Background: an optimization exercise with open tools, aiming at small area and a short achievable clock period. Do not read the settings as production practice. No functional check of the RTL was part of any run shown here. In every run shown here, the design's own scripts or RTL, not TritonCTS, make the clock network. The clock input has no modelled driver; a real chip could not lean on it and would need a root buffer or a full tree. Power is estimated from default activity; no workload was simulated.

===== flow/flow/run.sh =====
#!/bin/bash
# Layout flow: the standard ORFS flow (standard.sh) with two changes:
#  - synthesis is the standard flow's own script, except that its final ABC mapping call
#    uses flow/abc_map.script (area-oriented mapping of the AND/inverter
#    network in the RTL) in place of ORFS's speed script;
#    Yosys's own quick ABC pass inside synth is skipped (SYNTH_ARGS -noabc)
#    so that this mapping starts from the RTL's network, and the
#    half/full-adder extraction is left out (ADDER_MAP_FILE empty);
#  - the port buffers that global placement inserts are buf_1 cells;
#  - after CTS, flow/clock_one_buffer.tcl replaces the clock tree with one
#    clock buffer driving all the registers (there are only 20).
# Each step's full output goes to a log file in this folder, and ORFS's own
# per-step logs stay under orfs/logs/.
set -euo pipefail
W=$PWD
F=$W/flow

# Synthesis script: synth_recipe.tcl with the abc call redirected.
{
  head -n 1 synth_recipe.tcl
  cat <<TCL
proc abc {args} {
  set i [lsearch -exact \$args -script]
  if {[file exists {$F/abc_stage1.script}]} {
    # The logic feeding the first-stage registers (the cone of wire nrm)
    # is mapped first, with its own script.
    set a1 \$args
    lset a1 [expr {\$i + 1}] {$F/abc_stage1.script}
    yosys abc {*}\$a1 w:nrm %ci*
  }
  lset args [expr {\$i + 1}] {$F/abc_map.script}
  yosys abc {*}\$args
}
TCL
  tail -n +2 synth_recipe.tcl
} > own_synth.tcl

VARS=(
  "SYNTH_SCRIPT=$W/own_synth.tcl"
  "BUFFER_PORTS_ARGS=-buffer_cell sky130_fd_sc_hd__buf_1"
  "ADDER_MAP_FILE="
  "SYNTH_ARGS=-noabc"
  "POST_CTS_TCL=$F/clock_one_buffer.tcl"
  "CLOCK_ONE_BUFFER_CELL=sky130_fd_sc_hd__clkbuf_8"
)
bash standard.sh "${VARS[@]}" synth > synth.log 2>&1
bash standard.sh "${VARS[@]}" finish > layout.log 2>&1

===== flow/flow/abc_map.script =====
strash
amap
topo
buffer -p
upsize -D 1400
dnsize -D 1400

===== flow/flow/abc_stage1.script =====
strash
map -D 400
topo
buffer -p
upsize -D 400
dnsize -D 400

===== flow/flow/clock_one_buffer.tcl =====
# POST_CTS_TCL hook: the design has only a few registers, so CTS's two-level
# tree (a root buffer, leaf buffers and dummy loads) is replaced by a single
# clock buffer that drives every register's clock pin; every register still
# gets its clock through a buffer, the same one for all.
set block [ord::get_db_block]
set port_net [[$block findBTerm clk] getNet]
set sinks {}
set tree {}
set tree_nets {}
set todo [list $port_net]
# Walk the clock network from the port: registers are sinks, everything else
# on it (buffers, inverters, dummy loads) belongs to the tree.
while {[llength $todo]} {
  set net [lindex $todo 0]
  set todo [lrange $todo 1 end]
  foreach it [$net getITerms] {
    if {![$it isInputSignal]} continue
    set inst [$it getInst]
    if {[[$inst getMaster] isSequential]} {
      lappend sinks $it
    } elseif {[lsearch $tree $inst] < 0} {
      lappend tree $inst
      foreach ot [$inst getITerms] {
        if {[$ot isOutputSignal] && [$ot getNet] ne "NULL"} {
          lappend todo [$ot getNet]
          lappend tree_nets [$ot getNet]
        }
      }
    }
  }
}
puts "clock_one_buffer: [llength $sinks] clock sinks, removing [llength $tree] tree cells"
set xs 0; set ys 0
foreach it $sinks {
  lassign [[$it getInst] getLocation] x y
  set xs [expr {$xs + $x}]; set ys [expr {$ys + $y}]
  $it disconnect
}
foreach inst $tree { odb::dbInst_destroy $inst }
foreach net [lsort -unique $tree_nets] { odb::dbNet_destroy $net }
set master [[ord::get_db] findMaster $::env(CLOCK_ONE_BUFFER_CELL)]
set buf [odb::dbInst_create $block $master clkbuf_0_clk]
set net [odb::dbNet_create $block clknet_0_clk]
$net setSigType CLOCK
[$buf findITerm A] connect $port_net
[$buf findITerm X] connect $net
foreach it $sinks { $it connect $net }
set n [llength $sinks]
$buf setLocation [expr {int($xs / $n)}] [expr {int($ys / $n)}]
$buf setPlacementStatus PLACED
detailed_placement
check_placement -verbose
estimate_parasitics -placement
report_clock_skew

# Optionally give the input ports' buffers a stronger cell of the same
# function (the paths from the inputs are the design's longest).
if {[info exists ::env(INPUT_BUF_CELL)] && $::env(INPUT_BUF_CELL) ne ""} {
  set bm [[ord::get_db] findMaster $::env(INPUT_BUF_CELL)]
  foreach bt [$block getBTerms] {
    if {[$bt getIoType] ne "INPUT" || [$bt getName] eq "clk"} continue
    foreach it [[$bt getNet] getITerms] {
      set inst [$it getInst]
      if {[string match "sky130_fd_sc_hd__buf_*" [[$inst getMaster] getName]]} { $inst swapMaster $bm }
    }
  }
  detailed_placement
  estimate_parasitics -placement
}

===== flow/standard.sh =====
#!/bin/bash
# synth_recipe.tcl (not shown) runs the flow's synth.tcl, then flattens the netlist and writes it again
# the make line also repeats each setting of config.mk as NAME=value (left out here)
make -C /OpenROAD-flow-scripts/flow DESIGN_CONFIG=/design/flow/config.mk WORK_HOME=/design/flow/orfs CLKGATE_MAP_FILE= SYNTH_SCRIPT=/design/flow/synth_recipe.tcl "${@:-finish}"

===== flow/config.mk =====
export PLATFORM = sky130hd
export DESIGN_NAME = log2
export DESIGN_NICKNAME = log2
export VERILOG_FILES = /design/flow/design.v
export SDC_FILE = /design/flow/constraint.sdc
export NUM_CORES = 4
export LEC_CHECK = 0
export CAP_MARGIN = 20
export CORE_AREA = 2 2 62 62
export DIE_AREA = 0 0 64 64
export PLACE_DENSITY = 0.6
export SETUP_SLACK_MARGIN = 4.7
export SLEW_MARGIN = 20

===== flow/constraint.sdc =====
create_clock -name core_clock -period 7.0 [get_ports {clk}]
set_input_delay 1.4000 -clock core_clock [delete_from_list [all_inputs] [get_ports {clk}]]
set_output_delay 1.4000 -clock core_clock [all_outputs]
set_load 0.01 [all_outputs]

===== flow/design.v =====
module log2 #(
  parameter int FRAC_W = 5,
  parameter int MANT_W = 16
) (
  input  logic              clk,
  input  logic              rst_n,
  input  logic [7:0]        x,
  input  logic              validx,
  output logic [FRAC_W+2:0] y,
  output logic              validy
);
  logic [9:0] nrm;
  logic a20, a21, a22, a24, a25, a26, a27, a28, a29, a31;
  logic a32, a33, a34, a35, a36, a37, a38, a39, a40, a41;
  logic a43, a44, a45, a46, a48, a49, a50, a51, a52, a53;
  logic a54, a56, a57, a58, a59, a60, a61, a62, a63, a64;
  logic a65, a66, a67, a68, a70, a71, a72, a73, a74, a75;
  logic a77, a78, a79, a80, a81, a82, a84, a85;
  assign nrm[0] = x[0] & x[7];
  assign a20 = x[6] & ~x[7];
  assign a21 = x[0] & a20;
  assign a22 = x[1] & x[7];
  assign nrm[1] = a21 | a22;
  assign a24 = ~x[6] & ~x[7];
  assign a25 = x[0] & x[5];
  assign a26 = a24 & a25;
  assign a27 = x[1] & a20;
  assign a28 = x[2] & x[7];
  assign a29 = ~a27 & ~a28;
  assign nrm[2] = a26 | ~a29;
  assign a31 = x[1] & x[5];
  assign a32 = ~x[6] & a31;
  assign a33 = x[2] & x[6];
  assign a34 = ~a32 & ~a33;
  assign a35 = ~x[7] & ~a34;
  assign a36 = x[4] & ~x[7];
  assign a37 = ~x[5] & ~x[6];
  assign a38 = x[0] & a37;
  assign a39 = a36 & a38;
  assign a40 = x[3] & x[7];
  assign a41 = ~a39 & ~a40;
  assign nrm[3] = a35 | ~a41;
  assign a43 = x[1] & a37;
  assign a44 = ~x[7] & ~a43;
  assign a45 = x[4] & ~a44;
  assign a46 = ~x[4] & ~x[5];
  assign nrm[9] = ~a24 | ~a46;
  assign a48 = x[0] & x[3];
  assign a49 = ~nrm[9] & a48;
  assign a50 = x[2] & x[5];
  assign a51 = a24 & a50;
  assign a52 = x[3] & a20;
  assign a53 = ~a51 & ~a52;
  assign a54 = ~a49 & a53;
  assign nrm[4] = a45 | ~a54;
  assign a56 = x[0] & ~x[3];
  assign a57 = a37 & a56;
  assign a58 = ~x[4] & ~a57;
  assign a59 = x[2] & ~x[5];
  assign a60 = ~x[6] & ~a59;
  assign a61 = ~x[7] & ~a60;
  assign a62 = ~a58 & a61;
  assign a63 = x[3] & ~x[6];
  assign a64 = ~x[7] & ~a63;
  assign a65 = x[1] & ~x[4];
  assign a66 = a24 & a65;
  assign a67 = ~x[5] & ~a66;
  assign a68 = ~a64 & ~a67;
  assign nrm[5] = a62 | a68;
  assign a70 = ~nrm[9] & a56;
  assign a71 = ~x[7] & a59;
  assign a72 = ~x[6] & ~a36;
  assign a73 = ~a71 & a72;
  assign a74 = ~a70 & a73;
  assign a75 = a64 & a67;
  assign nrm[6] = ~a74 & ~a75;
  assign a77 = x[1] & ~x[2];
  assign a78 = ~x[3] & ~a77;
  assign a79 = ~x[4] & ~x[6];
  assign a80 = ~a78 & a79;
  assign a81 = x[5] & ~x[6];
  assign a82 = ~x[7] & ~a81;
  assign nrm[7] = a80 | ~a82;
  assign a84 = ~x[2] & ~x[3];
  assign a85 = a46 & ~a84;
  assign nrm[8] = ~a24 | a85;
  localparam logic [6:0] MINV = 7'b0000000;
  logic [2:0] e_q;
  logic [6:0] m_q;
  logic       v_q;
  always_ff @(posedge clk) begin
    e_q <= nrm[9:7];
    m_q <= nrm[6:0] ^ MINV;
    v_q <= rst_n & validx;
  end
  logic [4:0] f;
  logic [6:0] m;
  assign m = m_q ^ MINV;
  logic b13, b14, b15, b16, b17, b18, b19, b20, b21, b22;
  logic b23, b24, b25, b26, b27, b28, b29, b30, b31, b32;
  logic b33, b34, b35, b36, b37, b38, b39, b40, b41, b42;
  logic b43, b44, b45, b46, b47, b48, b49, b50, b51, b52;
  logic b53, b54, b55, b56, b57, b58, b59, b60, b61, b62;
  logic b63, b65, b66, b67, b68, b69, b70, b71, b72, b73;
  logic b75, b76, b77, b79, b80;
  assign b13 = m[1] & m[2];
  assign b14 = ~m[3] & ~b13;
  assign b15 = ~m[1] & m[2];
  assign b16 = m[0] & ~b15;
  assign b17 = ~m[1] & ~b16;
  assign b18 = b14 & ~b17;
  assign b19 = m[0] & m[1];
  assign b20 = ~m[2] & ~b19;
  assign b21 = m[1] & ~m[4];
  assign b22 = ~m[3] & b21;
  assign b23 = ~b20 & ~b22;
  assign b24 = ~b18 & ~b23;
  assign b25 = m[4] & ~b13;
  assign b26 = m[3] & m[4];
  assign b27 = m[5] & ~b26;
  assign b28 = ~b25 & b27;
  assign b29 = ~b24 & b28;
  assign b30 = ~m[0] & m[3];
  assign b31 = ~m[4] & ~m[5];
  assign b32 = ~b30 & b31;
  assign b33 = m[6] & ~b32;
  assign b34 = b13 & ~b33;
  assign b35 = m[6] & ~b34;
  assign b36 = ~b29 & b35;
  assign b37 = m[3] & ~m[5];
  assign b38 = b19 & ~b37;
  assign b39 = ~m[2] & ~b21;
  assign b40 = ~b27 & b39;
  assign b41 = ~b38 & b40;
  assign b42 = b36 & ~b41;
  assign b43 = m[3] & b16;
  assign b44 = ~m[4] & ~b43;
  assign b45 = ~m[5] & ~b44;
  assign b46 = b15 & ~b37;
  assign b47 = m[0] & b26;
  assign b48 = ~m[0] & ~m[3];
  assign b49 = ~m[4] & b48;
  assign b50 = m[1] & ~b49;
  assign b51 = ~b47 & ~b50;
  assign b52 = ~m[2] & ~b51;
  assign b53 = ~b46 & ~b52;
  assign b54 = ~b45 & b53;
  assign b55 = ~m[1] & ~m[2];
  assign b56 = b25 & ~b55;
  assign b57 = ~m[6] & ~b47;
  assign b58 = ~b56 & b57;
  assign b59 = ~m[5] & ~b58;
  assign b60 = b15 & ~b48;
  assign b61 = b59 & ~b60;
  assign b62 = ~m[6] & ~b61;
  assign b63 = ~b54 & b62;
  assign f[0] = b42 | b63;
  assign b65 = m[5] & ~b36;
  assign b66 = ~b59 & ~b65;
  assign b67 = ~m[3] & ~b34;
  assign b68 = m[3] & b34;
  assign b69 = ~b67 & ~b68;
  assign b70 = ~b66 & ~b69;
  assign b71 = m[2] & b37;
  assign b72 = b66 & ~b71;
  assign b73 = ~b14 & b72;
  assign f[1] = b70 | b73;
  assign b75 = ~b67 & ~b72;
  assign b76 = m[4] & b75;
  assign b77 = ~m[4] & ~b75;
  assign f[2] = ~b76 & ~b77;
  assign b79 = m[5] & b76;
  assign b80 = ~m[5] & ~b76;
  assign f[3] = ~b79 & ~b80;
  assign f[4] = m[6] | b79;
  always_ff @(posedge clk) begin
    y      <= {e_q, f};
    validy <= rst_n & v_q;
  end
endmodule

==> metrics.md, run 1 <==
| Metric | Value |
|---|---|
| Final setup viols | `0` |
| Startpoint Class | `input pin` |
| DR WL met3 | `156 µm` |
| Post-synth EDFFs | `0` |
| Largest net degree at the start of global routing | `21` |
| Sequential Area | `400.4 µm²` |
| Final Cycle Share | `30.39%` |
| Worst Path Buf+Inv | `2` |
| Yosys warning count | `1` |
| Die Wd | `64 µm` |
| Global route overflow | `0` |
| WP data required | `7.05 ns` |
| Ys flop type | `dfxtp_1` |
| Peak supply drop | `0.00008420 V` |
| Met2 wire length | `898 µm` |
| Net count after synthesis | `126` |
| Clk slew on worst S/H paths | `0.11 ns` |
| Post-Syn Area | `914.6 µm²` |
| Critical Path Slowest Stage Cell | `buf_1` |
| Slew Viols, Final | `0` |
| ANT nets after route | `0` |
| Post-place setup slack | `4.727 ns` |
| # Max-Cap Violations | `0` |
| Routed vias/inst | `4.933` |
| # IOs | `20` |
| GPL Wtd Cong | `0.9751` |
| Slowest stage delay, CP | `0.32 ns` |
| Initial DRC count | `45` |
| Initial antenna violation count | `0` |
| Seq cells post-synth | `20` |
| Final-stage net count | `145` |
| Die height | `64 µm` |
| Worst hold slack | `0.3369 ns` |
| DR DRC count | `0` |
| Initial DRT Pass Iterations | `4` |
| Critical Path End Type | `flop` |
| Max layer used | `met3` |
| Slew HR | `72.85%` |
| Syn Inst Count | `115` |
| Final HPWL DP | `1518 µm` |
| Worst Clk Skew | `0.001352 ns` |
| Final min period | `2.127 ns` |
| Setup ws final | `4.873 ns` |
| Ys async rst share | `0%` |
| Slew at the pin closest to its max-slew limit | `0.4072 ns` |
| Top delay family on crit path | `buffers and inverters` |
| Area added between synthesis and finish | `12.59%` |
| Register area share after synthesis | `43.78%` |
| Arrival @ worst endpoint | `2.18 ns` |
| Area of the multi-input gates | `419.2 µm²` |
| Cell Pwr Density | `211.9 mW/mm²` |
| CP Cell Sequence | `buf_1 > inv_1 > a21oi_1 > o22ai_1` |
| Hold Crit Class | `flop to flop` |
| Core area | `0.003390 mm²` |
| WL/cell | `10.75 µm` |
| Port Buffer Count | `19` |
| Final WL | `1914 µm` |
| Num rows | `21` |
| Later-pin clock latency in the skew report | `0.16 ns` |
| Peak Freq | `470.1 MHz` |
| Most frequent cells in the layout | `20 x dfxtp_1, 19 x buf_1, 17 x inv_1` |
| Clock sink total | `20` |
| Critical path type | `input pin to flop` |
| Hold Fails Final Rpt | `0` |
| Layout cells sized above 1 | `4.545%` |
| Starting Density | `26.98%` |
| Metal-1 WL | `859 µm` |
| Most common cell after layout, fill and taps aside | `dfxtp_1` |
| Status | `no timing/DRC/antenna violations` |
| Fillers | `371` |
| Number of library cell types mapped by synthesis | `29` |
| RSZ-0062 raised after global routing | `no` |
| DR vias | `878` |
| Syn Area/Cell | `7.953 µm²` |
| Largest fanout on the critical path | `9` |
| Ant diodes | `0` |
| Leak pwr | `0.4049 nW` |
| Setup tns final | `0 ns` |
| GRT Resource Usage Total | `9.138%` |
| Die ar. | `0.004096 mm²` |
| First-pass GRT wire length | `3160 µm` |
| Vias in the first global route | `784` |
-- synth_stat cells, types with 2 or more instances --
| master | number | area share (%) |
|---|---|---|
| nor2_2 | 2 | 1.4 |
| o22ai_1 | 3 | 2.1 |
| nor2_4 | 2 | 2.5 |
| nand2_1 | 9 | 3.7 |
| o21ai_0 | 12 | 6.6 |
| nand4_1 | 2 | 1.4 |
| nand3_1 | 5 | 2.7 |
| a31oi_1 | 4 | 2.7 |
| o221ai_1 | 2 | 1.9 |
| a22oi_1 | 2 | 1.6 |
| o21ai_1 | 2 | 1.1 |
| buf_6 | 2 | 2.5 |
| a21oi_1 | 8 | 4.4 |
| dfxtp_1 | 20 | 44 |
| nor2b_1 | 2 | 1.4 |
| nor2_1 | 9 | 3.7 |
| inv_1 | 17 | 7.0 |
-- cells by family (layout without fill, tap and decap cells) --
family,Yosys count,in the layout,synth area share [%]
AND/OR/NAND/NOR,34,34,18.74
AO/OA/AOI/OAI,40,40,27.09
flip-flops,20,20,43.78
buffers and inverters,21,38,10.40
-- where the power goes --
group | internal, mW | switching (mW) | leakage (nW) | total, mW
logic | 0.0173 | 0.0309 | 0.230 | 0.0482
registers | 0.125 | 0.00618 | 0.167 | 0.131
clock network | 0.0133 | 0.0255 | 0.00719 | 0.0388
-- routing by layer --
layer / vias up / GRT usage (%)
li1: 438 / -
met4: 0 / 0.2717
met3: 0 / 2.113
met2: 55 / 17.84
met5: - / 0
met1: 385 / 10.46
-- flip-flops by register name, summed over array words and instances (netlist names) --
name and flops:
m_q 7, validy 1, y 8, v_q 1
e_q 3
-- final cells by class --
cell class | instances | share of cell area [%]
inverter | 18 | 6.561
sequential | 20 | 38.88
tap | 46 | 5.589
multi-input combinational | 74 | 40.70
buffer | 1 | 1.337
timing repair buffer | 19 | 6.926
-- path summary, 6_finish.rpt --
path         startpoint      to  slack (ns)  cells past startpoint
max                x[6]  m_q[5]        4.87                      4
min              e_q[0]    y[5]        0.34                      0
max reg2reg      m_q[1]    y[3]        5.01                     11
min reg2reg      e_q[0]    y[5]        0.34                      0
-- stage by stage --
step	utilization, %	total power, mW	instances	area (µm²)
2_1_floorplan	-	0.1667	115	914.6
3_3_place_gp	29.97	0.1798	177	1016
3_5_place_dp	29.97	0.1809	177	1016
5_1_grt	30.38	0.2334	178	1030
6_report	30.38	0.2182	178	1030
-- worst register-to-register path: stages, from the launching register on --
cell,delay [ns]
dfxtp_1,0.40
inv_1,0.11
nor2_2,0.11
o22a_1,0.14
a21oi_1,0.05
o311ai_1,0.35
a21oi_1,0.16
o21ai_1,0.12
o21ai_1,0.12
nor2_2,0.15
inv_1,0.07
a22oi_1,0.14
==> run 2: changes to the inputs <==
--- a/flow/design.v
+++ b/flow/design.v
@@ -11,10 +11,10 @@
 );
   logic [9:0] nrm;
   logic a20, a21, a22, a24, a25, a26, a27, a28, a29, a31;
-  logic a32, a33, a34, a35, a36, a37, a38, a39, a40, a41;
-  logic a43, a44, a45, a46, a48, a49, a50, a51, a52, a53;
-  logic a54, a56, a57, a58, a59, a60, a61, a62, a63, a64;
-  logic a65, a66, a67, a68, a70, a71, a72, a73, a74, a75;
+  logic a32, a33, a34, a35, a37, a38, a39, a40, a41, a43;
+  logic a44, a45, a46, a47, a48, a49, a50, a51, a52, a53;
+  logic a55, a56, a57, a58, a59, a60, a61, a62, a63, a64;
+  logic a65, a66, a67, a69, a70, a71, a72, a73, a74, a75;
   logic a77, a78, a79, a80, a81, a82, a84, a85;
   assign nrm[0] = x[0] & x[7];
   assign a20 = x[6] & ~x[7];
@@ -22,57 +22,57 @@
   assign a22 = x[1] & x[7];
   assign nrm[1] = a21 | a22;
   assign a24 = ~x[6] & ~x[7];
-  assign a25 = x[0] & x[5];
-  assign a26 = a24 & a25;
+  assign a25 = x[5] & a24;
+  assign a26 = x[0] & a25;
   assign a27 = x[1] & a20;
   assign a28 = x[2] & x[7];
   assign a29 = ~a27 & ~a28;
   assign nrm[2] = a26 | ~a29;
   assign a31 = x[1] & x[5];
-  assign a32 = ~x[6] & a31;
-  assign a33 = x[2] & x[6];
-  assign a34 = ~a32 & ~a33;
-  assign a35 = ~x[7] & ~a34;
-  assign a36 = x[4] & ~x[7];
-  assign a37 = ~x[5] & ~x[6];
-  assign a38 = x[0] & a37;
-  assign a39 = a36 & a38;
-  assign a40 = x[3] & x[7];
-  assign a41 = ~a39 & ~a40;
-  assign nrm[3] = a35 | ~a41;
-  assign a43 = x[1] & a37;
-  assign a44 = ~x[7] & ~a43;
-  assign a45 = x[4] & ~a44;
-  assign a46 = ~x[4] & ~x[5];
-  assign nrm[9] = ~a24 | ~a46;
-  assign a48 = x[0] & x[3];
-  assign a49 = ~nrm[9] & a48;
-  assign a50 = x[2] & x[5];
-  assign a51 = a24 & a50;
-  assign a52 = x[3] & a20;
-  assign a53 = ~a51 & ~a52;
-  assign a54 = ~a49 & a53;
-  assign nrm[4] = a45 | ~a54;
-  assign a56 = x[0] & ~x[3];
-  assign a57 = a37 & a56;
-  assign a58 = ~x[4] & ~a57;
-  assign a59 = x[2] & ~x[5];
-  assign a60 = ~x[6] & ~a59;
-  assign a61 = ~x[7] & ~a60;
-  assign a62 = ~a58 & a61;
-  assign a63 = x[3] & ~x[6];
-  assign a64 = ~x[7] & ~a63;
-  assign a65 = x[1] & ~x[4];
-  assign a66 = a24 & a65;
-  assign a67 = ~x[5] & ~a66;
-  assign a68 = ~a64 & ~a67;
-  assign nrm[5] = a62 | a68;
-  assign a70 = ~nrm[9] & a56;
-  assign a71 = ~x[7] & a59;
-  assign a72 = ~x[6] & ~a36;
-  assign a73 = ~a71 & a72;
-  assign a74 = ~a70 & a73;
-  assign a75 = a64 & a67;
+  assign a32 = x[0] & ~x[5];
+  assign a33 = ~x[6] & ~a32;
+  assign a34 = ~a31 & a33;
+  assign a35 = ~x[4] & ~x[5];
+  assign nrm[9] = ~a24 | ~a35;
+  assign a37 = ~x[2] & x[6];
+  assign a38 = ~x[7] & ~a37;
+  assign a39 = nrm[9] & a38;
+  assign a40 = ~a34 & a39;
+  assign a41 = x[3] & x[7];
+  assign nrm[3] = a40 | a41;
+  assign a43 = x[0] & a35;
+  assign a44 = ~x[6] & ~a43;
+  assign a45 = x[3] & ~x[7];
+  assign a46 = ~a44 & a45;
+  assign a47 = x[2] & a25;
+  assign a48 = x[4] & x[7];
+  assign a49 = x[1] & x[4];
+  assign a50 = ~x[5] & ~x[6];
+  assign a51 = a49 & a50;
+  assign a52 = ~a48 & ~a51;
+  assign a53 = ~a47 & a52;
+  assign nrm[4] = a46 | ~a53;
+  assign a55 = x[3] & ~x[6];
+  assign a56 = ~x[7] & ~a55;
+  assign a57 = x[1] & ~x[4];
+  assign a58 = a24 & a57;
+  assign a59 = ~x[5] & ~a58;
+  assign a60 = ~a56 & ~a59;
+  assign a61 = x[0] & ~x[3];
+  assign a62 = ~x[4] & ~a61;
+  assign a63 = x[2] & ~x[5];
+  assign a64 = a24 & a63;
+  assign a65 = ~a62 & a64;
+  assign a66 = x[4] & a20;
+  assign a67 = ~a65 & ~a66;
+  assign nrm[5] = a60 | ~a67;
+  assign a69 = ~x[2] & ~x[4];
+  assign a70 = ~a61 & a69;
+  assign a71 = ~x[4] & x[5];
+  assign a72 = ~x[7] & ~a71;
+  assign a73 = ~a70 & a72;
+  assign a74 = ~x[6] & ~a73;
+  assign a75 = a56 & a59;
   assign nrm[6] = ~a74 & ~a75;
   assign a77 = x[1] & ~x[2];
   assign a78 = ~x[3] & ~a77;
@@ -82,7 +82,7 @@
   assign a82 = ~x[7] & ~a81;
   assign nrm[7] = a80 | ~a82;
   assign a84 = ~x[2] & ~x[3];
-  assign a85 = a46 & ~a84;
+  assign a85 = a35 & ~a84;
   assign nrm[8] = ~a24 | a85;
   localparam logic [6:0] MINV = 7'b0000000;
   logic [2:0] e_q;
--- a/flow/flow/run.sh
+++ b/flow/flow/run.sh
@@ -42,6 +42,7 @@
   "SYNTH_ARGS=-noabc"
   "POST_CTS_TCL=$F/clock_one_buffer.tcl"
   "CLOCK_ONE_BUFFER_CELL=sky130_fd_sc_hd__clkbuf_8"
+  "INPUT_BUF_CELL=sky130_fd_sc_hd__buf_2"
 )
 bash standard.sh "${VARS[@]}" synth > synth.log 2>&1
 bash standard.sh "${VARS[@]}" finish > layout.log 2>&1
--- a/flow/flow/clock_one_buffer.tcl
+++ b/flow/flow/clock_one_buffer.tcl
@@ -67,3 +67,17 @@
   detailed_placement
   estimate_parasitics -placement
 }
+
+# Optionally the same for the output ports' buffers.
+if {[info exists ::env(OUTPUT_BUF_CELL)] && $::env(OUTPUT_BUF_CELL) ne ""} {
+  set bm [[ord::get_db] findMaster $::env(OUTPUT_BUF_CELL)]
+  foreach bt [$block getBTerms] {
+    if {[$bt getIoType] ne "OUTPUT"} continue
+    foreach it [[$bt getNet] getITerms] {
+      set inst [$it getInst]
+      if {[$it isOutputSignal] && [string match "sky130_fd_sc_hd__buf_*" [[$inst getMaster] getName]]} { $inst swapMaster $bm }
+    }
+  }
+  detailed_placement
+  estimate_parasitics -placement
+}
==> metrics.md, run 2 <==
| Metric | Value |
|---|---|
| Max FFs per register | `8` |
| CP Cell Sequence | `buf_1` |
| Area added between synthesis and finish | `17.09%` |
| Critical Path End Type | `output port` |
| WL/cell | `10.92 µm` |
| First-pass GRT wire length | `3105 µm` |
| Worst Path Buf+Inv | `1` |
| Leak pwr | `0.4394 nW` |
| Peak Freq | `490.0 MHz` |
| Vias in the first global route | `745` |
| Net count after synthesis | `122` |
| Ys flop type | `dfxtp_1` |
| Internal power | `0.1568 mW` |
| Most numerous cell in the Yosys netlist | `dfxtp_1` |
| Initial antenna violation count | `0` |
| Most frequent cells in the layout | `20 x dfxtp_1, 16 x inv_1, 13 x nand2_1` |
| P_sw | `0.06217 mW` |
| Met2 wire length | `924 µm` |
| Yosys top cell area share | `45.58%` |
| DR WL met3 | `113 µm` |
| Arrival @ worst endpoint | `0.64 ns` |
| # IOs | `20` |
| DR vias | `866` |
| Number of library cell types mapped by synthesis | `28` |
| Most common cell after layout, fill and taps aside | `dfxtp_1` |
| Max layer used | `met4` |
| Die height | `64 µm` |
| Post-synthesis mux area share | `0%` |
| Worst hold slack | `0.3390 ns` |
| Fillers | `383` |
| Ant diodes | `0` |
| Setup tns final | `0 ns` |
| Critical path type | `flop to output port` |
| Status | `no timing/DRC/antenna violations` |
| Register area share after synthesis | `45.58%` |
| Slew HR | `75.90%` |
| Cell area after placement | `0.001002 mm²` |
| # Max-Cap Violations | `0` |
| Sequential Area | `400.4 µm²` |
| Setup ws final | `4.959 ns` |
| Starting Density | `25.91%` |
| Initial DRC count | `96` |
| Routed vias/inst | `4.920` |
| Placed insts | `175` |
| Clock power share | `17.8%` |
| Later-pin clock latency in the skew report | `0.16 ns` |
| Initial DRT Pass Iterations | `5` |
| Slew at the pin closest to its max-slew limit | `0.3577 ns` |
| Post-synth EDFFs | `0` |
| Largest net degree at the start of global routing | `21` |
| Critical Path Slowest Stage Cell | `dfxtp_1` |
| Startpoint Class | `flop` |
| Core area | `0.003390 mm²` |
| Final WL | `1922 µm` |
| Syn Inst Count | `111` |
| Final HPWL DP | `1488 µm` |
| Top cells by count, synth | `20 x dfxtp_1, 16 x inv_1, 13 x nand2_1, 11 x o21ai_0, 9 x a21oi_1` |
| Global route overflow | `0` |
| Die ar. | `0.004096 mm²` |
| Final Cycle Share | `29.16%` |
| Post-place setup slack | `4.750 ns` |
| ANT nets after route | `0` |
| Yosys warning count | `1` |
| Most flops, register | `y` |
| Post-Syn Area | `878.3 µm²` |
| Final-stage net count | `143` |
| Area leader, netlist | `dfxtp_1` |
| XOR/XNOR share of the synthesized area | `0%` |
| Fin area | `0.001028 mm²` |
| Non-Filler Instances | `176` |
| Slew Viols, Final | `0` |
| Hold Fails Final Rpt | `0` |
| WP data required | `5.60 ns` |
| Final min period | `2.041 ns` |
| Largest registers | `y: 8 flops, m_q: 7 flops, e_q: 3 flops` |
| Ys async rst share | `0%` |
| RSZ-0062 raised after global routing | `no` |
| Final setup viols | `0` |
| Largest family of logic cells by synthesized area | `compound AO/OA/AOI/OAI gates` |
| GRT Resource Usage Total | `9.215%` |
| Worst Clk Skew | `0.001058 ns` |
| Post-Synth Adder-Cell Area | `0%` |
| Syn Area/Cell | `7.913 µm²` |
| Port Buffer Count | `19` |
| Synth top area cells | `dfxtp_1 46%, inv_1 6.8%, o21ai_0 6.3%, nand2_1 5.6%, a21oi_1 5.1%` |
| GPL Wtd Cong | `0.9134` |
| DR DRC count | `0` |
| Clk slew on worst S/H paths | `0.11 ns` |
| Seq cells post-synth | `20` |
| Simple-gate portion of the synthesized area | `17.09%` |
| Slowest stage delay, CP | `0.32 ns` |
| Sw Share | `28.39%` |
| Die Wd | `64 µm` |
| Top delay family on crit path | `flip-flops` |
| Reg power frac | `60.2%` |
| Metal-1 WL | `872 µm` |
| Gate power share | `22.0%` |
| Peak supply drop | `0.00008573 V` |
| Largest fanout on the critical path | `1` |
| Complex-gate fraction of the synthesized area | `29.49%` |
| Hold Crit Class | `flop to flop` |
| Num rows | `21` |
| Clock sink total | `20` |
| Layout cells sized above 1 | `12.31%` |
| Area of the multi-input gates | `409.1 µm²` |
| Cell Pwr Density | `212.9 mW/mm²` |
-- run 2: worst paths after layout --
kind | cells after the start | slack (ns) | endpoint | start
worst min-delay path | 0 | 0.34 | y[6] | e_q[1]
worst min register to register | 0 | 0.34 | y[6] | e_q[1]
worst max-delay path | 1 | 4.96 | y[5] | y[5]
worst max register to register | 11 | 5.02 | y[3] | m_q[1]
-- run 2: through the flow --
stage	utilization, %	power (mW)
6_report	30.34	0.2190
5_1_grt	30.34	0.2307
3_5_place_dp	29.57	0.1809
3_3_place_gp	29.57	0.1811
2_1_floorplan	-	0.1649
-- run 2: cell type report --
class | count | area share, %
tap | 46 | 5.596
timing repair buffer | 19 | 8.151
buffer | 1 | 1.338
inverter | 17 | 6.204
sequential | 20 | 38.93
multi-input combinational | 73 | 39.78
-- run 2: power groups by stage --
stage               Combinational (mW)  Sequential [mW]  Clock, mW
finish                          0.0482            0.132     0.0391
global route                    0.0536            0.133     0.0441
detailed placement              0.0465            0.134          0
floorplan                       0.0294            0.135          0
global placement                0.0470            0.134          0
-- run 2: kinds of logic after synthesis --
group           count (synthesis)
compound gates                 41
buf+inv                        18
flops                          20
simple gates                   32
-- run 2: metal layers --
layer	track usage, %	vias up
met3	1.761	4
met4	3.533	0
li1	-	430
met5	0	-
met2	14.97	45
met1	11.99	387
-- run 2: worst register-to-register path, stage by stage, from the launching register on --
cell      delay [ns]
dfxtp_1         0.42
inv_1           0.11
nor2_2          0.13
o22a_1          0.15
a21oi_1         0.05
o311ai_1        0.33
a21oi_1         0.15
o21ai_1         0.12
o21ai_1         0.12
nor2_2          0.13
inv_1           0.06
a22oi_1         0.14
==> run 3: changes to the inputs <==
==> flow/design.v (replaced) <==
module log2 #(
  parameter int FRAC_W = 5,
  parameter int MANT_W = 16
) (
  input  logic              clk,
  input  logic              rst_n,
  input  logic [7:0]        x,
  input  logic              validx,
  output logic [FRAC_W+2:0] y,
  output logic              validy
);
  logic [9:0] nrm;
  logic a20, a21, a22, a24, a25, a26, a27, a28, a29, a31;
  logic a32, a33, a34, a35, a36, a37, a38, a40, a42, a43;
  logic a44, a45, a46, a47, a48, a49, a50, a52, a53, a54;
  logic a55, a56, a57, a58, a59, a60, a61, a62, a63, a64;
  logic a66, a67, a69, a70, a71, a72, a74, a75;
  assign nrm[0] = x[0] & x[7];
  assign a20 = x[6] & ~x[7];
  assign a21 = x[0] & a20;
  assign a22 = x[1] & x[7];
  assign nrm[1] = a21 | a22;
  assign a24 = ~x[6] & ~x[7];
  assign a25 = x[5] & a24;
  assign a26 = x[0] & a25;
  assign a27 = x[1] & a20;
  assign a28 = x[2] & x[7];
  assign a29 = ~a27 & ~a28;
  assign nrm[2] = a26 | ~a29;
  assign a31 = x[1] & a25;
  assign a32 = x[0] & x[4];
  assign a33 = ~x[5] & a32;
  assign a34 = a24 & a33;
  assign a35 = x[2] & a20;
  assign a36 = x[3] & x[7];
  assign a37 = ~a35 & ~a36;
  assign a38 = ~a34 & a37;
  assign nrm[3] = a31 | ~a38;
  assign a40 = ~x[4] & ~x[5];
  assign nrm[9] = ~a24 | ~a40;
  assign a42 = x[0] & ~nrm[9];
  assign a43 = ~a20 & ~a42;
  assign a44 = x[3] & ~a43;
  assign a45 = x[1] & ~x[5];
  assign a46 = ~x[6] & a45;
  assign a47 = ~x[7] & ~a46;
  assign a48 = x[4] & ~a47;
  assign a49 = x[2] & a25;
  assign a50 = ~a48 & ~a49;
  assign nrm[4] = a44 | ~a50;
  assign a52 = x[1] & ~nrm[9];
  assign a53 = ~x[5] & ~a52;
  assign a54 = x[3] & ~x[6];
  assign a55 = ~x[7] & ~a54;
  assign a56 = ~a53 & ~a55;
  assign a57 = x[0] & ~x[3];
  assign a58 = ~nrm[9] & a57;
  assign a59 = x[4] & ~x[7];
  assign a60 = ~a58 & ~a59;
  assign a61 = ~x[5] & ~x[7];
  assign a62 = x[2] & a61;
  assign a63 = ~x[6] & ~a62;
  assign a64 = ~a60 & ~a63;
  assign nrm[5] = a56 | a64;
  assign a66 = a53 & a55;
  assign a67 = a60 & a63;
  assign nrm[6] = ~a66 & ~a67;
  assign a69 = x[1] & ~x[2];
  assign a70 = ~x[3] & ~a69;
  assign a71 = ~x[4] & ~a70;
  assign a72 = a61 & ~a71;
  assign nrm[7] = ~a20 & ~a72;
  assign a74 = ~x[2] & ~x[3];
  assign a75 = a40 & ~a74;
  assign nrm[8] = ~a24 | a75;
  localparam logic [6:0] MINV = 7'b0000000;
  logic [2:0] e_q;
  logic [6:0] m_q;
  logic       v_q;
  always_ff @(posedge clk) begin
    e_q <= nrm[9:7];
    m_q <= nrm[6:0] ^ MINV;
    v_q <= rst_n & validx;
  end
  logic [4:0] f;
  logic [6:0] m;
  assign m = m_q ^ MINV;
  logic b13, b14, b15, b16, b17, b18, b19, b20, b21, b22;
  logic b23, b24, b25, b26, b27, b28, b29, b30, b31, b32;
  logic b33, b34, b35, b36, b37, b38, b39, b40, b41, b42;
  logic b43, b44, b45, b46, b47, b48, b49, b51, b52, b53;
  logic b54, b55, b56, b57, b58, b59, b60, b61, b62, b63;
  logic b64, b65, b66, b67, b68, b69, b70, b71, b72, b73;
  logic b74, b75, b76, b77, b78, b79, b80, b83, b84, b86;
  assign b13 = m[1] & m[2];
  assign b14 = ~m[3] & ~b13;
  assign b15 = ~m[0] & ~m[1];
  assign b16 = m[5] & ~b15;
  assign b17 = m[3] & ~m[5];
  assign b18 = ~m[3] & m[5];
  assign b19 = ~b17 & ~b18;
  assign b20 = m[2] & ~m[4];
  assign b21 = ~b19 & ~b20;
  assign b22 = ~b16 & b21;
  assign b23 = m[4] & m[5];
  assign b24 = b14 & b23;
  assign b25 = m[6] & ~b24;
  assign b26 = ~b22 & b25;
  assign b27 = m[0] & m[1];
  assign b28 = ~m[2] & ~b27;
  assign b29 = ~m[4] & ~b28;
  assign b30 = ~b14 & b19;
  assign b31 = b29 & b30;
  assign b32 = b26 & ~b31;
  assign b33 = m[4] & ~m[5];
  assign b34 = ~b13 & ~b33;
  assign b35 = m[1] & b19;
  assign b36 = ~b34 & b35;
  assign b37 = m[2] & b33;
  assign b38 = ~b15 & ~b34;
  assign b39 = ~b19 & ~b38;
  assign b40 = ~b37 & ~b39;
  assign b41 = ~b36 & b40;
  assign b42 = ~m[6] & ~b41;
  assign b43 = ~b32 & ~b42;
  assign b44 = ~b14 & b43;
  assign b45 = m[2] & m[3];
  assign b46 = ~b44 & ~b45;
  assign b47 = ~m[4] & b46;
  assign b48 = m[4] & ~b26;
  assign b49 = ~b46 & b48;
  assign f[2] = ~b47 & ~b49;
  assign b51 = ~m[3] & b15;
  assign b52 = m[2] & ~b27;
  assign b53 = m[1] & ~m[4];
  assign b54 = ~m[5] & b53;
  assign b55 = ~b52 & b54;
  assign b56 = ~b37 & ~b55;
  assign b57 = ~b51 & ~b56;
  assign b58 = b14 & ~b57;
  assign b59 = ~f[2] & ~b58;
  assign b60 = ~b19 & b44;
  assign b61 = b17 & b52;
  assign b62 = b19 & ~b43;
  assign b63 = ~b61 & ~b62;
  assign b64 = ~b60 & b63;
  assign b65 = ~b28 & ~b64;
  assign b66 = ~m[1] & ~m[2];
  assign b67 = m[5] & ~m[6];
  assign b68 = b66 & b67;
  assign b69 = ~b26 & ~b68;
  assign b70 = ~b65 & ~b69;
  assign b71 = ~b59 & b70;
  assign b72 = ~b57 & b69;
  assign b73 = ~b64 & b72;
  assign b74 = m[3] & ~b15;
  assign b75 = ~b27 & ~b74;
  assign b76 = ~m[2] & ~b75;
  assign b77 = ~m[6] & ~b52;
  assign b78 = ~b76 & b77;
  assign b79 = ~f[2] & b78;
  assign b80 = ~b73 & ~b79;
  assign f[0] = ~b71 & b80;
  assign f[1] = ~b43 & ~b61;
  assign b83 = ~m[5] & ~b49;
  assign b84 = m[5] & b49;
  assign f[3] = ~b83 & ~b84;
  assign b86 = ~b14 & b23;
  assign f[4] = m[6] | b86;
  always_ff @(posedge clk) begin
    y      <= {e_q, f};
    validy <= rst_n & v_q;
  end
endmodule
--- a/flow/flow/run.sh
+++ b/flow/flow/run.sh
@@ -42,7 +42,6 @@
   "SYNTH_ARGS=-noabc"
   "POST_CTS_TCL=$F/clock_one_buffer.tcl"
   "CLOCK_ONE_BUFFER_CELL=sky130_fd_sc_hd__clkbuf_8"
-  "INPUT_BUF_CELL=sky130_fd_sc_hd__buf_2"
 )
 bash standard.sh "${VARS[@]}" synth > synth.log 2>&1
 bash standard.sh "${VARS[@]}" finish > layout.log 2>&1
==> flow/flow/abc_map.script (replaced) <==
strash
amap
topo
--- a/flow/flow/clock_one_buffer.tcl
+++ b/flow/flow/clock_one_buffer.tcl
@@ -67,17 +67,3 @@
   detailed_placement
   estimate_parasitics -placement
 }
-
-# Optionally the same for the output ports' buffers.
-if {[info exists ::env(OUTPUT_BUF_CELL)] && $::env(OUTPUT_BUF_CELL) ne ""} {
-  set bm [[ord::get_db] findMaster $::env(OUTPUT_BUF_CELL)]
-  foreach bt [$block getBTerms] {
-    if {[$bt getIoType] ne "OUTPUT"} continue
-    foreach it [[$bt getNet] getITerms] {
-      set inst [$it getInst]
-      if {[$it isOutputSignal] && [string match "sky130_fd_sc_hd__buf_*" [[$inst getMaster] getName]]} { $inst swapMaster $bm }
-    }
-  }
-  detailed_placement
-  estimate_parasitics -placement
-}
removed: flow/flow/abc_stage1.script
==> metrics.md, run 3 <==
| Metric | Value |
|---|---|
| Slew at the pin closest to its max-slew limit | `0.4481 ns` |
| Ys flop type | `dfxtp_1` |
| Yosys top cell area share | `47.55%` |
| Final core occ | `31.71%` |
| Hold Crit Class | `flop to flop` |
| Max FFs per register | `8` |
| # Max-Cap Violations | `0` |
| Seq cells post-synth | `20` |
| Ys async rst share | `0%` |
| Vias in the first global route | `752` |
| WP data required | `7.10 ns` |
| Starting Density | `24.84%` |
| Register area share after synthesis | `47.55%` |
| DR DRC count | `0` |
| Critical path type | `flop to flop` |
| Final-stage net count | `137` |
| Yosys warning count | `1` |
| Worst hold slack | `0.3401 ns` |
| Initial DRC count | `74` |
| Area added between synthesis and finish | `27.64%` |
| ANT nets after route | `0` |
| Cell Pwr Density | `223.4 mW/mm²` |
| Largest fanout on the critical path | `8` |
| Peak Freq | `442.1 MHz` |
| DR vias | `847` |
| Final WL | `2005 µm` |
| Startpoint Class | `flop` |
| Clk slew on worst S/H paths | `0.11 ns` |
| Die height | `64 µm` |
| Syn Inst Count | `102` |
| Routed vias/inst | `4.982` |
| Worst Clk Skew | `0.001319 ns` |
| Setup tns final | `0 ns` |
| Hold Fails Final Rpt | `0` |
| Leak pwr | `0.3702 nW` |
| Cell area after placement | `970.9 µm²` |
| Synth top area cells | `dfxtp_1 48%, nor2_1 7.6%, clkinv_1 7.1%, nor3_1 4.2%, o21ai_0 3.6%` |
| Final setup viols | `0` |
| Initial DRT Pass Iterations | `5` |
| Layout cells sized above 1 | `19.35%` |
| GRT Resource Usage Total | `9.326%` |
| Fin area | `0.001075 mm²` |
| Fillers | `352` |
| Top cells by count, synth | `20 x dfxtp_1, 17 x nor2_1, 16 x clkinv_1, 7 x nor3_1, 6 x o21ai_0` |
| Status | `no timing/DRC/antenna violations` |
| Critical Path End Type | `flop` |
| Worst R2R Setup Slack | `4.74 ns` |
| Initial antenna violation count | `0` |
| Net count after synthesis | `113` |
| Later-pin clock latency in the skew report | `0.16 ns` |
| Most frequent cells in the layout | `16 x nor2_1, 16 x dfxtp_1, 15 x buf_1` |
| Final Cycle Share | `32.32%` |
| Ant diodes | `0` |
| Most flops, register | `y` |
| Most numerous cell in the Yosys netlist | `dfxtp_1` |
| Post-synth EDFFs | `0` |
| Number of library cell types mapped by synthesis | `26` |
| Die ar. | `0.004096 mm²` |
| # IOs | `20` |
| GPL Wtd Cong | `0.8471` |
| Port Buffer Count | `19` |
| Num rows | `21` |
| Final min period | `2.262 ns` |
| Largest registers | `y: 8 flops, m_q: 7 flops, e_q: 3 flops` |
| Area leader, netlist | `dfxtp_1` |
| Slew HR | `69.73%` |
| Post-Syn Area | `842.1 µm²` |
| RSZ-0062 raised after global routing | `yes` |
| First-pass GRT wire length | `3263 µm` |
| Final HPWL DP | `1447 µm` |
| Syn Area/Cell | `8.255 µm²` |
| Global route overflow | `0` |
| Core area | `0.003390 mm²` |
| Slew Viols, Final | `0` |
| Clock sink total | `20` |
| Peak supply drop | `0.00007236 V` |
| WL/cell | `11.79 µm` |
| Die Wd | `64 µm` |
| Arrival @ worst endpoint | `2.36 ns` |
| Largest net degree at the start of global routing | `21` |
run 3: final timing paths:
| check | from | to | cells after the start |
|---|---|---|---|
| worst max-delay path | m_q[5] | y[0] | 11 |
| worst max register to register | m_q[5] | y[0] | 11 |
| worst min register to register | e_q[2] | y[7] | 0 |
| worst min-delay path | e_q[2] | y[7] | 0 |
run 3: logic make-up after synthesis:
family	count (synthesis)	synth area share, %
simple gates	35	19.17
compound gates	31	26.15
flops	20	47.55
buf+inv	16	7.133
run 3: stage by stage:
stage / power, mW / setup WS, ns / instances
after global routing: 0.2528 / 4.610 / 170
after floorplan: 0.1710 / 4.719 / 102
final: 0.2402 / 4.738 / 170
after detailed placement: 0.1885 / 4.326 / 167
after global placement: 0.1886 / 4.398 / 167
run 3: power by group:
| part | switching [mW] | internal, mW | total [mW] |
|---|---|---|---|
| Clock | 0.0267 | 0.0134 | 0.0401 |
| Combinational | 0.0393 | 0.0267 | 0.0660 |
| Sequential | 0.00745 | 0.127 | 0.134 |
run 3: metal layers:
layer | track usage (%) | wire length (µm) | vias to the layer above
met5 | 0 | 0 | -
met1 | 12.10 | 920 | 387
met4 | 2.174 | 17 | 0
met3 | 0.7042 | 105 | 4
li1 | - | - | 415
met2 | 16.67 | 962 | 41
run 3: final cells by class:
type / instances / area (µm²) / share of cell area [%]
plain buffers: 1 / 13.76 / 1.281
inverters: 16 / 62.56 / 5.821
multi-input cells: 66 / 441.7 / 41.09
flip-flops and latches: 20 / 407.9 / 37.95
well taps: 46 / 57.56 / 5.355
repair buffers: 21 / 91.34 / 8.498
run 3: worst max-delay path, stage by stage (launching register included):
cell	delay, ns
dfxtp_4	0.41
clkinv_2	0.15
o22ai_4	0.22
o221ai_1	0.18
o311ai_2	0.13
o22a_1	0.24
nand2_1	0.07
o21ai_0	0.13
nand3_1	0.16
o21a_1	0.18
o221a_1	0.23
nor3_1	0.11
==> run 4: changes to the inputs <==
--- a/flow/design.v
+++ b/flow/design.v
@@ -11,68 +11,66 @@
 );
   logic [9:0] nrm;
   logic a20, a21, a22, a24, a25, a26, a27, a28, a29, a31;
-  logic a32, a33, a34, a35, a36, a37, a38, a40, a42, a43;
-  logic a44, a45, a46, a47, a48, a49, a50, a52, a53, a54;
-  logic a55, a56, a57, a58, a59, a60, a61, a62, a63, a64;
-  logic a66, a67, a69, a70, a71, a72, a74, a75;
+  logic a32, a33, a34, a35, a36, a37, a38, a40, a41, a42;
+  logic a43, a44, a46, a47, a48, a49, a51, a52, a53, a54;
+  logic a55, a56, a57, a58, a59, a60, a61, a63, a64, a66;
+  logic a67, a68, a69, a70, a72, a73;
   assign nrm[0] = x[0] & x[7];
-  assign a20 = x[6] & ~x[7];
-  assign a21 = x[0] & a20;
-  assign a22 = x[1] & x[7];
-  assign nrm[1] = a21 | a22;
+  assign a20 = x[1] & x[7];
+  assign a21 = x[6] & ~x[7];
+  assign a22 = x[0] & a21;
+  assign nrm[1] = a20 | a22;
   assign a24 = ~x[6] & ~x[7];
   assign a25 = x[5] & a24;
   assign a26 = x[0] & a25;
-  assign a27 = x[1] & a20;
-  assign a28 = x[2] & x[7];
+  assign a27 = x[2] & x[7];
+  assign a28 = x[1] & a21;
   assign a29 = ~a27 & ~a28;
   assign nrm[2] = a26 | ~a29;
-  assign a31 = x[1] & a25;
+  assign a31 = ~x[5] & a24;
   assign a32 = x[0] & x[4];
-  assign a33 = ~x[5] & a32;
-  assign a34 = a24 & a33;
-  assign a35 = x[2] & a20;
+  assign a33 = a31 & a32;
+  assign a34 = x[1] & a25;
+  assign a35 = x[2] & a21;
   assign a36 = x[3] & x[7];
   assign a37 = ~a35 & ~a36;
   assign a38 = ~a34 & a37;
-  assign nrm[3] = a31 | ~a38;
-  assign a40 = ~x[4] & ~x[5];
-  assign nrm[9] = ~a24 | ~a40;
-  assign a42 = x[0] & ~nrm[9];
-  assign a43 = ~a20 & ~a42;
-  assign a44 = x[3] & ~a43;
-  assign a45 = x[1] & ~x[5];
-  assign a46 = ~x[6] & a45;
-  assign a47 = ~x[7] & ~a46;
-  assign a48 = x[4] & ~a47;
-  assign a49 = x[2] & a25;
-  assign a50 = ~a48 & ~a49;
-  assign nrm[4] = a44 | ~a50;
-  assign a52 = x[1] & ~nrm[9];
-  assign a53 = ~x[5] & ~a52;
-  assign a54 = x[3] & ~x[6];
-  assign a55 = ~x[7] & ~a54;
-  assign a56 = ~a53 & ~a55;
-  assign a57 = x[0] & ~x[3];
-  assign a58 = ~nrm[9] & a57;
-  assign a59 = x[4] & ~x[7];
-  assign a60 = ~a58 & ~a59;
-  assign a61 = ~x[5] & ~x[7];
-  assign a62 = x[2] & a61;
-  assign a63 = ~x[6] & ~a62;
-  assign a64 = ~a60 & ~a63;
-  assign nrm[5] = a56 | a64;
-  assign a66 = a53 & a55;
-  assign a67 = a60 & a63;
-  assign nrm[6] = ~a66 & ~a67;
-  assign a69 = x[1] & ~x[2];
-  assign a70 = ~x[3] & ~a69;
-  assign a71 = ~x[4] & ~a70;
-  assign a72 = a61 & ~a71;
-  assign nrm[7] = ~a20 & ~a72;
-  assign a74 = ~x[2] & ~x[3];
-  assign a75 = a40 & ~a74;
-  assign nrm[8] = ~a24 | a75;
+  assign nrm[3] = a33 | ~a38;
+  assign a40 = x[1] & a31;
+  assign a41 = ~x[7] & ~a40;
+  assign a42 = x[4] & ~a41;
+  assign a43 = x[2] & a25;
+  assign a44 = ~x[4] & ~x[5];
+  assign nrm[9] = ~a24 | ~a44;
+  assign a46 = x[0] & ~nrm[9];
+  assign a47 = ~a21 & ~a46;
+  assign a48 = x[3] & ~a47;
+  assign a49 = ~a43 & ~a48;
+  assign nrm[4] = a42 | ~a49;
+  assign a51 = x[3] & ~x[6];
+  assign a52 = ~x[7] & ~a51;
+  assign a53 = ~x[4] & a40;
+  assign a54 = ~x[5] & ~a53;
+  assign a55 = ~a52 & ~a54;
+  assign a56 = x[4] & ~x[7];
+  assign a57 = ~x[3] & a46;
+  assign a58 = ~a56 & ~a57;
+  assign a59 = x[2] & a31;
+  assign a60 = ~x[6] & ~a59;
+  assign a61 = ~a58 & ~a60;
+  assign nrm[5] = a55 | a61;
+  assign a63 = a52 & a54;
+  assign a64 = a58 & a60;
+  assign nrm[6] = ~a63 & ~a64;
+  assign a66 = x[1] & ~x[2];
+  assign a67 = ~x[3] & ~a66;
+  assign a68 = ~x[4] & ~a67;
+  assign a69 = ~x[5] & ~a68;
+  assign a70 = ~x[6] & ~a69;
+  assign nrm[7] = x[7] | a70;
+  assign a72 = ~x[2] & ~x[3];
+  assign a73 = a44 & ~a72;
+  assign nrm[8] = ~a24 | a73;
   localparam logic [6:0] MINV = 7'b0000000;
   logic [2:0] e_q;
   logic [6:0] m_q;
==> metrics.md, run 4 <==
| Metric | Value |
|---|---|
| Status | `no timing/DRC/antenna violations` |
| Final HPWL DP | `1366 µm` |
| Num rows | `21` |
| Top cells by count, synth | `20 x dfxtp_1, 17 x nor2_1, 15 x clkinv_1` |
| Reg power frac | `56.8%` |
| RSZ-0062 raised after global routing | `no` |
| Gate power share | `26.5%` |
| Worst Clk Skew | `0.0004630 ns` |
| Final WL | `1926 µm` |
| # IOs | `20` |
| GPL Wtd Cong | `0.9008` |
| Port Buffer Count | `19` |
| Clock sink total | `20` |
| Internal power | `0.1656 mW` |
| Starting Density | `25.06%` |
| Path depth of the worst reg2reg path | `9` |
| Leak pwr | `0.3687 nW` |
| Critical path type | `input pin to flop` |
| Post-Syn Area | `849.6 µm²` |
| Critical Path End Type | `flop` |
| Setup tns final | `0 ns` |
| Peak Freq | `448.5 MHz` |
| Ys async rst share | `0%` |
| Area leader, netlist | `dfxtp_1` |
| Post-synth EDFFs | `0` |
| Clk slew on worst S/H paths | `0.11 ns` |
| Number of library cell types mapped by synthesis | `24` |
| Largest registers | `y: 8 flops, m_q: 7 flops, e_q: 3 flops` |
| Max FFs per register | `8` |
| Slew Viols, Final | `0` |
| Most flops, register | `y` |
| Cell Pwr Density | `221.2 mW/mm²` |
| Register area share after synthesis | `47.13%` |
| Die Wd | `64 µm` |
| Syn Area/Cell | `8.169 µm²` |
| Final min period | `2.230 ns` |
| Arrival @ worst endpoint | `2.28 ns` |
| DR vias | `841` |
| Final Cycle Share | `31.85%` |
| Yosys top cell area share | `47.13%` |
| Initial DRC count | `35` |
| ANT nets after route | `0` |
| Seq cells post-synth | `20` |
| Most frequent cells in the layout | `18 x buf_1, 17 x nor2_1, 17 x dfxtp_1` |
| Most common cell after layout, fill and taps aside | `buf_1` |
| First-pass GRT wire length | `2994 µm` |
| Final-stage net count | `140` |
| Hold Fails Final Rpt | `0` |
| Largest fanout on the critical path | `4` |
| GRT Resource Usage Total | `8.771%` |
| P_sw | `0.07049 mW` |
| Slew at the pin closest to its max-slew limit | `0.4403 ns` |
| Initial antenna violation count | `0` |
| Synth top area cells | `dfxtp_1 47%, nor2_1 7.5%, clkinv_1 6.6%, o221ai_1 4.1%, a21oi_1 3.5%` |
| # Max-Cap Violations | `0` |
| Hold Crit Depth | `0` |
| Initial DRT Pass Iterations | `4` |
| Routed vias/inst | `4.861` |
| Core area | `0.003390 mm²` |
| Ant diodes | `0` |
| Hold Crit Class | `flop to flop` |
| HP Start | `e_q[1]` |
| WL/cell | `11.13 µm` |
| Final setup viols | `0` |
| Sink of the worst hold path | `y[6]` |
| Die ar. | `0.004096 mm²` |
| Clock power share | `16.7%` |
| WP data required | `7.05 ns` |
| R2r startpoint | `m_q[4]` |
| Power consumption | `0.2361 mW` |
| Net count after synthesis | `115` |
| Yosys warning count | `1` |
| Worst R2R Setup Slack | `4.78 ns` |
| Ys flop type | `dfxtp_1` |
| Peak supply drop | `0.00009057 V` |
| Slew HR | `70.26%` |
| Layout cells sized above 1 | `14.96%` |
| DR DRC count | `0` |
| Area added between synthesis and finish | `25.63%` |
| Vias in the first global route | `712` |
| Largest net degree at the start of global routing | `21` |
| Die height | `64 µm` |
| Startpoint Class | `input pin` |
| Later-pin clock latency in the skew report | `0.16 ns` |
| Global route overflow | `0` |
| Worst R2R End | `y[0]` |
| Most numerous cell in the Yosys netlist | `dfxtp_1` |
| Sw Share | `29.86%` |
| Syn Inst Count | `104` |
-- run 4: stage by stage --
stage               cells  instance area [µm²]  hold WS [ns]  setup slack [ns]  utilization [%]
finish                173                 1067        0.3428             4.770            31.49
global route          173                 1067        0.3562             4.646            31.49
detailed placement    169                978.4        0.3186             4.354            28.87
global placement      169                978.4        0.3104             4.331            28.87
floorplan             104                849.6        0.3096             4.718                -
-- run 4: kinds of logic after synthesis --
| kind of cell | after synthesis | share of synthesized area, % |
|---|---|---|
| flops | 20 | 47.13 |
| compound gates | 31 | 25.77 |
| buf+inv | 15 | 6.627 |
| simple gates | 38 | 20.47 |
-- run 4: layout make-up --
class,count,area [µm²]
inverters,15,58.81
fillers,370,2322
well taps,46,57.56
flip-flops and latches,20,404.1
repair buffers,22,95.09
plain buffers,1,13.76
multi-input cells,69,437.9
-- run 4: power groups by stage --
stage	Combinational (mW)	Sequential [mW]	Clock (mW)
global placement	0.0522	0.135	0
floorplan	0.0329	0.138	0
finish	0.0627	0.134	0.0394
detailed placement	0.0518	0.135	0
global route	0.0690	0.135	0.0448
-- run 4: metal layers --
metal	wire length [µm]	up-vias	global-route usage [%]
met2	915	33	14.97
met5	0	-	0
met4	22	0	2.446
li1	-	423	-
met1	898	383	11.56
met3	89	2	1.056
-- run 4: worst max-delay path by stage --
| stage | from | endpoint | depth (start not counted) |
|---|---|---|---|
| 2_1_floorplan | m_q[5] | y[0] | 11 |
| 3_3_place_gp | m_q[5] | y[0] | 11 |
| 3_5_place_dp | m_q[5] | y[0] | 11 |
| 5_1_grt | m_q[3] | y[0] | 11 |
| 6_report | x[4] | m_q[6] | 6 |
-- run 4: worst max-delay path, stage by stage --
cell and delay, ns:
buf_1 0.17, clkinv_1 0.17, nand4_1 0.15, nor2_1 0.06, a22oi_1 0.21, a22oi_1 0.11

-- separate check: timing with driven ports --
No port has a modelled driver above. Below, the same layouts with a new extraction and two added sets of constraints.
Step 1: set_driving_cell puts a clkbuf_16 on clk and a buf_2 on each other input, an assumption about the parent block.
Step 2 times the ports against the registers' clock, not the clock port: input delays grow and output delays shrink by t, the midpoint of the rising clock arrivals with the driver on.
Slacks: no drivers / after step 1 / after step 2; pairs: no drivers / after step 1.
| run | t, ns | setup WS [ns] | worst register clock-pin slew, ns | worst slew at a driven data input, ns | pins driven straight from the clock port |
|---|---|---|---|---|---|
| run 1 | 0.182 | 4.873 / 4.873 / 4.690 | 0.11 / 0.11 | 0.03 | 1 |
| run 2 | 0.182 | 4.959 / 4.938 / 4.858 | 0.11 / 0.11 | 0.03 | 1 |
| run 3 | 0.184 | 4.738 / 4.738 / 4.630 | 0.11 / 0.11 | 0.03 | 1 |
| run 4 | 0.185 | 4.770 / 4.769 / 4.584 | 0.11 / 0.11 | 0.03 | 1 |
After both steps setup and hold are still met in every run listed. For run 4, which loses most, drivers alone change the setup slack by -0.001 ns; drivers and shift together by -0.186 ns.
